Source: an optimization exercise on an open RTL-to-GDS flow (aim: small area and a short achievable clock period). Production flows keep margins and buffers that such runs may drop.
Function was checked by simulation only, so behaviour that the tests miss may differ from the original.
The clock port is modelled as an ideal driver, which makes a skipped or thinned clock tree look cheaper than it is; a real chip needs a root buffer or a tree.

## matrix_ctrl
module matrix_ctrl (
    input  logic            clk,
    input  logic            rstn,
    input  mcu_pkg::inst_t  inst,
    input  logic            inst_valid,
    input  mcu_pkg::data_t  mem_rd_data_0,
    input  mcu_pkg::data_t  mem_rd_data_1,
    input  mcu_pkg::data_t  mem_rd_data_2,
    input  mcu_pkg::data_t  mem_rd_data_3,
    output mcu_pkg::addr_t  mem_addr_0,
    output mcu_pkg::addr_t  mem_addr_1,
    output mcu_pkg::addr_t  mem_addr_2,
    output mcu_pkg::addr_t  mem_addr_3,
    output logic            mem_wr_en_0,
    output logic            mem_wr_en_1,
    output logic            mem_wr_en_2,
    output logic            mem_wr_en_3,
    output mcu_pkg::data_t  a_data,
    output mcu_pkg::data_t  b_data,
    output mcu_pkg::data_t  c_data,
    output logic            macs_en,
    output logic            macs_signal,
    output logic            finish
);
    localparam logic [3:0] S_IDLE  = 4'd0,
                           S_FETCH = 4'd1,
                           S_D0    = 4'd2,
                           S_D1    = 4'd3,
                           S_D2    = 4'd4,
                           S_D3    = 4'd5,
                           S_D4    = 4'd6,
                           S_D5    = 4'd7,
                           S_E0    = 4'd8,
                           S_MARK0 = 4'd9,
                           S_MARK1 = 4'd10,
                           S_MAC0  = 4'd11,
                           S_MAC1  = 4'd12,
                           S_WEN   = 4'd13,
                           S_DONE  = 4'd14;
    logic [3:0]  state, next_state;
    logic [11:0] a_q, b_q, c_q;           
    logic [3:0]  a_x, b_x, c_x;           
    logic        hc;                      
    logic        nc0;                     
    logic [3:0]  rb, ra;                  
    logic [13:0] s1, s2, s3;              
    logic [11:0] idx;                     
    logic [10:0] cnt;                     
    logic        msig;
    logic        ten;                     
    logic        mac_q, wen_q, done_q;    
    wire st_fetch = (state == S_FETCH);
    wire st_d0    = (state == S_D0);
    wire st_d1    = (state == S_D1);
    wire st_d2    = (state == S_D2);
    wire st_d5    = (state == S_D5);
    wire st_idle  = (state == S_IDLE);
    wire last     = (cnt == 11'd1);
    always_comb begin
        case (state)
            S_IDLE:  next_state = S_FETCH;
  ...
==> module matrix_ctrl, before the edit <==
module matrix_ctrl (
    input  logic            clk,
    input  logic            rstn,
    input  mcu_pkg::inst_t  inst,
    input  logic            inst_valid,
    input  mcu_pkg::data_t  mem_rd_data_0,
    input  mcu_pkg::data_t  mem_rd_data_1,
    input  mcu_pkg::data_t  mem_rd_data_2,
    input  mcu_pkg::data_t  mem_rd_data_3,
    output mcu_pkg::addr_t  mem_addr_0,
    output mcu_pkg::addr_t  mem_addr_1,
    output mcu_pkg::addr_t  mem_addr_2,
    output mcu_pkg::addr_t  mem_addr_3,
    output logic            mem_wr_en_0,
    output logic            mem_wr_en_1,
    output logic            mem_wr_en_2,
    output logic            mem_wr_en_3,
    output mcu_pkg::data_t  a_data,
    output mcu_pkg::data_t  b_data,
    output mcu_pkg::data_t  c_data,
    output logic            macs_en,
    output logic            macs_signal,
    output logic            finish
);
    localparam logic [3:0] S_IDLE  = 4'd0,
                           S_FETCH = 4'd1,
                           S_D0    = 4'd2,
                           S_D1    = 4'd3,
                           S_D2    = 4'd4,
                           S_D3    = 4'd5,
                           S_D4    = 4'd6,
                           S_D5    = 4'd7,
                           S_E0    = 4'd8,
                           S_MARK0 = 4'd9,
                           S_MARK1 = 4'd10,
                           S_MAC0  = 4'd11,
                           S_MAC1  = 4'd12,
                           S_WEN   = 4'd13,
                           S_DONE  = 4'd14;
    logic [3:0]  state, next_state;
    logic [11:0] a_q, b_q, c_q;           
    logic [3:0]  a_x, b_x, c_x;           
    logic        hc;                      
    logic        nc0;                     
    logic [3:0]  rb, ra;                  
    logic [13:0] s1, s2, s3;              
    logic [11:0] idx;                     
    logic [10:0] cnt;                     
    logic        msig;
    logic        ten;                     
    logic        mac_q, wen_q, done_q;    
    wire st_fetch = (state == S_FETCH);
    wire st_d0    = (state == S_D0);
    wire st_d1    = (state == S_D1);
    wire st_d2    = (state == S_D2);
    wire st_d5    = (state == S_D5);
    wire st_idle  = (state == S_IDLE);
    wire last     = (cnt == 11'd1);
    always_comb begin
        case (state)
            S_IDLE:  next_state = S_FETCH;
            S_FETCH: next_state = inst_valid ? S_D0 : S_FETCH;
            S_D0:    next_state = S_D1;
            S_D1:    next_state = S_D2;
            S_D2:    next_state = S_D3;
            S_D3:    next_state = S_D4;
            S_D4:    next_state = S_D5;
            S_D5:    next_state = S_E0;
            S_E0:    next_state = cnt[10] ? S_DONE : S_MARK0;
            S_MARK0: next_state = S_MARK1;
            S_MARK1: next_state = S_MAC0;
            S_MAC0:  next_state = S_MAC1;
            S_MAC1:  next_state = S_WEN;
            S_WEN:   next_state = last ? S_DONE : S_MARK1;
            default: next_state = S_IDLE;
        endcase
    end
    wire [3:0] a_oh_n = st_d5 ? (4'b0001 << s3[13:12]) : (a_x ^ 4'b0001);
    wire [3:0] b_oh_n = st_d5 ? (4'b0001 << s2[13:12]) : (b_x ^ 4'b0001);
    wire [3:0] c_oh_n = st_d5 ? (4'b0001 << s1[13:12]) : (c_x ^ 4'b0001);
    wire       ten_n  = st_d0 | st_d1 | st_d2;
    wire       hc_n   = c_oh_n[2] | c_oh_n[3];
    logic [3:0] rb_n, ra_n;
    always_comb begin
        for (int p = 0; p < 4; p++) begin
            rb_n[p] = (hc_n == p[1]) ? 1'b0 : b_oh_n[p];
            ra_n[p] = (hc_n == p[1]) ? 1'b0 : (a_oh_n[p] & ~b_oh_n[p]);
        end
        rb_n[0] = rb_n[0] & ~ten_n;
        ra_n[0] = ra_n[0] & ~ten_n;
    end
    always_ff @(posedge clk or negedge rstn) begin
        if (!rstn) begin
            state  <= S_IDLE;
            msig   <= 1'b0;
            ten    <= 1'b0;
            mac_q  <= 1'b0;
            wen_q  <= 1'b0;
            done_q <= 1'b0;
            a_q    <= '0;
            b_q    <= '0;
            c_q    <= '0;
            a_x    <= '0;
            b_x    <= '0;
            c_x    <= '0;
            hc     <= 1'b0;
            nc0    <= 1'b0;
            rb     <= '0;
            ra     <= '0;
        end else begin
            state  <= next_state;
            ten    <= ten_n;
            mac_q  <= (next_state == S_MAC0) | (next_state == S_MAC1);
            wen_q  <= (next_state == S_WEN);
            done_q <= (next_state == S_DONE);
            if (st_idle) msig <= 1'b0;
            else if (st_fetch && inst_valid) msig <= (inst[27:25] == 3'b100) & inst[12];
            a_x    <= a_oh_n ^ 4'b0001;
            b_x    <= b_oh_n ^ 4'b0001;
            c_x    <= c_oh_n ^ 4'b0001;
            hc     <= hc_n;
            nc0    <= hc_n | ten_n;
            rb     <= rb_n;
            ra     <= ra_n;
            if (st_d5) begin
                a_q <= s3[11:0];
                b_q <= s2[11:0];
                c_q <= s1[11:0];
            end else begin
                if (mac_q) begin
                    a_q <= a_q + 1'b1;
                    b_q <= b_q + 1'b1;
                end
                if (wen_q) c_q <= c_q + 1'b1;
            end
        end
    end
    always_ff @(posedge clk) begin
        s1 <= mem_rd_data_0[13:0];
        s2 <= s1;
        s3 <= s2;
        if (st_fetch) idx <= inst[24:13];
        else if (ten) idx <= {idx[7:0], 4'd0};    
        if (st_fetch) begin
            cnt <= {inst[27:25] != 3'b100, 4'd0, inst[11:6]};
        end else if (wen_q) begin
            cnt <= cnt - 1'b1;
        end
    end
    assign macs_signal = msig & ~st_d0;    
    assign macs_en     = mac_q;
    assign finish      = done_q;
    wire [3:0] a_oh = a_x ^ 4'b0001;
    wire [3:0] b_oh = b_x ^ 4'b0001;
    wire [3:0] c_oh = c_x ^ 4'b0001;
    assign mem_wr_en_0 = wen_q & c_oh[1];
    assign mem_wr_en_1 = wen_q & c_oh[0];
    assign mem_wr_en_2 = wen_q & c_oh[3];
    assign mem_wr_en_3 = wen_q & c_oh[2];
    assign mem_addr_0 = ({12{~nc0}} & c_q) | ({12{rb[0]}} & b_q) | ({12{ra[0]}} & a_q) |
                        {8'd0, {4{ten}} & idx[11:8]};
    assign mem_addr_1 = ({12{~hc}} & c_q) | ({12{rb[1]}} & b_q) | ({12{ra[1]}} & a_q);
    assign mem_addr_2 = ({12{hc}} & c_q) | ({12{rb[2]}} & b_q) | ({12{ra[2]}} & a_q);
    assign mem_addr_3 = ({12{hc}} & c_q) | ({12{rb[3]}} & b_q) | ({12{ra[3]}} & a_q);
    assign a_data = ({64{a_oh[0]}} & mem_rd_data_0) | ({64{a_oh[1]}} & mem_rd_data_1) |
                    ({64{a_oh[2]}} & mem_rd_data_2) | ({64{a_oh[3]}} & mem_rd_data_3);
    assign b_data = ({64{b_oh[0]}} & mem_rd_data_0) | ({64{b_oh[1]}} & mem_rd_data_1) |
                    ({64{b_oh[2]}} & mem_rd_data_2) | ({64{b_oh[3]}} & mem_rd_data_3);
    assign c_data = ({64{c_oh[0]}} & mem_rd_data_0) | ({64{c_oh[1]}} & mem_rd_data_1) |
                    ({64{c_oh[2]}} & mem_rd_data_2) | ({64{c_oh[3]}} & mem_rd_data_3);
endmodule
Settings: LEC_CHECK=0, CAP_MARGIN=20, CORE_MARGIN=2, CORE_UTILIZATION=40, PLACE_DENSITY=0.6, SETUP_SLACK_MARGIN=0.0, SLEW_MARGIN=20; clock period 3.5 ns.
standard.sh (not shown) runs the stock make flow with config.mk's settings and CLKGATE_MAP_FILE= SYNTH_SCRIPT=/design/flow/synth_recipe.tcl, a recipe that flattens the netlist after the stock synthesis.
==> flow/flow/run.sh <==
#!/bin/bash
# Standard layout with two changes:
#  * port buffers are buf_1 cells instead of the delay buffers buffer_ports
#    picks by default;
#  * the clock tree is four buf_16 fed by the clock port, each driving two
#    buf_16 that each drive
#    one eighth of the flip-flops (flow/mycts.tcl), in place of
#    the CTS H-tree, followed by the usual post-CTS timing repair.
set -e
here=$(pwd)
export BUFFER_PORTS_ARGS="-buffer_cell sky130_fd_sc_hd__buf_1"
bash standard.sh place > standard_place.log 2>&1
export RES=$here/orfs/results/sky130hd/matrix_ctrl/base
export NROOT=4
export NLEAF=8
export CLKROOT_CELL=sky130_fd_sc_hd__buf_16
export CLKBUF_CELL=sky130_fd_sc_hd__buf_16
export MY_SETUP_MARGIN=${MY_SETUP_MARGIN:-1.1}
export MY_TNS_END=${MY_TNS_END:-100}
openroad -no_init -exit flow/mycts.tcl > mycts.log 2>&1
bash standard.sh finish > standard_finish.log 2>&1
Other scripts of this flow, unchanged in this note and not shown: flow/flow/mycts.tcl
Next try:
--- a/flow/design.v
+++ b/flow/design.v
@@ -178,9 +178,12 @@
     assign mem_addr_2 = ({12{hc}} & c_q) | ({12{rb[2]}} & b_q) | ({12{ra[2]}} & a_q);
     assign mem_addr_3 = ({12{hc}} & c_q) | ({12{rb[3]}} & b_q) | ({12{ra[3]}} & a_q);
-    assign a_data = ({64{a_oh[0]}} & mem_rd_data_0) | ({64{a_oh[1]}} & mem_rd_data_1) |
-                    ({64{a_oh[2]}} & mem_rd_data_2) | ({64{a_oh[3]}} & mem_rd_data_3);
-    assign b_data = ({64{b_oh[0]}} & mem_rd_data_0) | ({64{b_oh[1]}} & mem_rd_data_1) |
-                    ({64{b_oh[2]}} & mem_rd_data_2) | ({64{b_oh[3]}} & mem_rd_data_3);
-    assign c_data = ({64{c_oh[0]}} & mem_rd_data_0) | ({64{c_oh[1]}} & mem_rd_data_1) |
-                    ({64{c_oh[2]}} & mem_rd_data_2) | ({64{c_oh[3]}} & mem_rd_data_3);
+    wire [3:0] a_n = ~a_oh;
+    wire [3:0] b_n = ~b_oh;
+    wire [3:0] c_n = ~c_oh;
+    assign a_data = (mem_rd_data_0 | {64{a_n[0]}}) & (mem_rd_data_1 | {64{a_n[1]}}) &
+                    (mem_rd_data_2 | {64{a_n[2]}}) & (mem_rd_data_3 | {64{a_n[3]}});
+    assign b_data = (mem_rd_data_0 | {64{b_n[0]}}) & (mem_rd_data_1 | {64{b_n[1]}}) &
+                    (mem_rd_data_2 | {64{b_n[2]}}) & (mem_rd_data_3 | {64{b_n[3]}});
+    assign c_data = (mem_rd_data_0 | {64{c_n[0]}}) & (mem_rd_data_1 | {64{c_n[1]}}) &
+                    (mem_rd_data_2 | {64{c_n[2]}}) & (mem_rd_data_3 | {64{c_n[3]}});
 endmodule
After rerunning:
- synthesized cell count decreases by 9.6%
- cell count is lower by 4.6%
- area after synthesis shrinks by 4.3%
- wire length increases by 3.8%
- final area barely changes
- core utilization rises by 2.0 points
In every run of this note, the design's own scripts or RTL, not TritonCTS, make the clock network.

afterwards: timing with drivers on the ports:
No port has a modelled driver above. Below, the same layouts with a new extraction and two added sets of constraints. Step 1: set_driving_cell puts a clkbuf_16 on clk and a buf_2 on each other input, an assumption about the parent block. Step 2 times the ports against the registers' clock, not the clock port: input delays grow and output delays shrink by t, the midpoint of the rising clock arrivals with the driver on. Three values: ideal, step 1, step 2; two values: the first two.
run	shift t [ns]	slack for setup (ns)	hold slack, ns	slew at the worst register clock pin (ns)	worst slew at a driven data input, ns
the first run	0.349	1.034 / 0.922 / 1.068	0.346 / 0.346 / 0.346	0.08 / 0.08	0.23
the second run	0.350	0.850 / 0.823 / 0.823	0.352 / 0.333 / 0.352	0.07 / 0.07	0.20
After both steps every run listed still meets setup and hold. The setup slack of the second run, which loses most, moves by -0.027 ns with the drivers and by -0.027 ns with both steps.
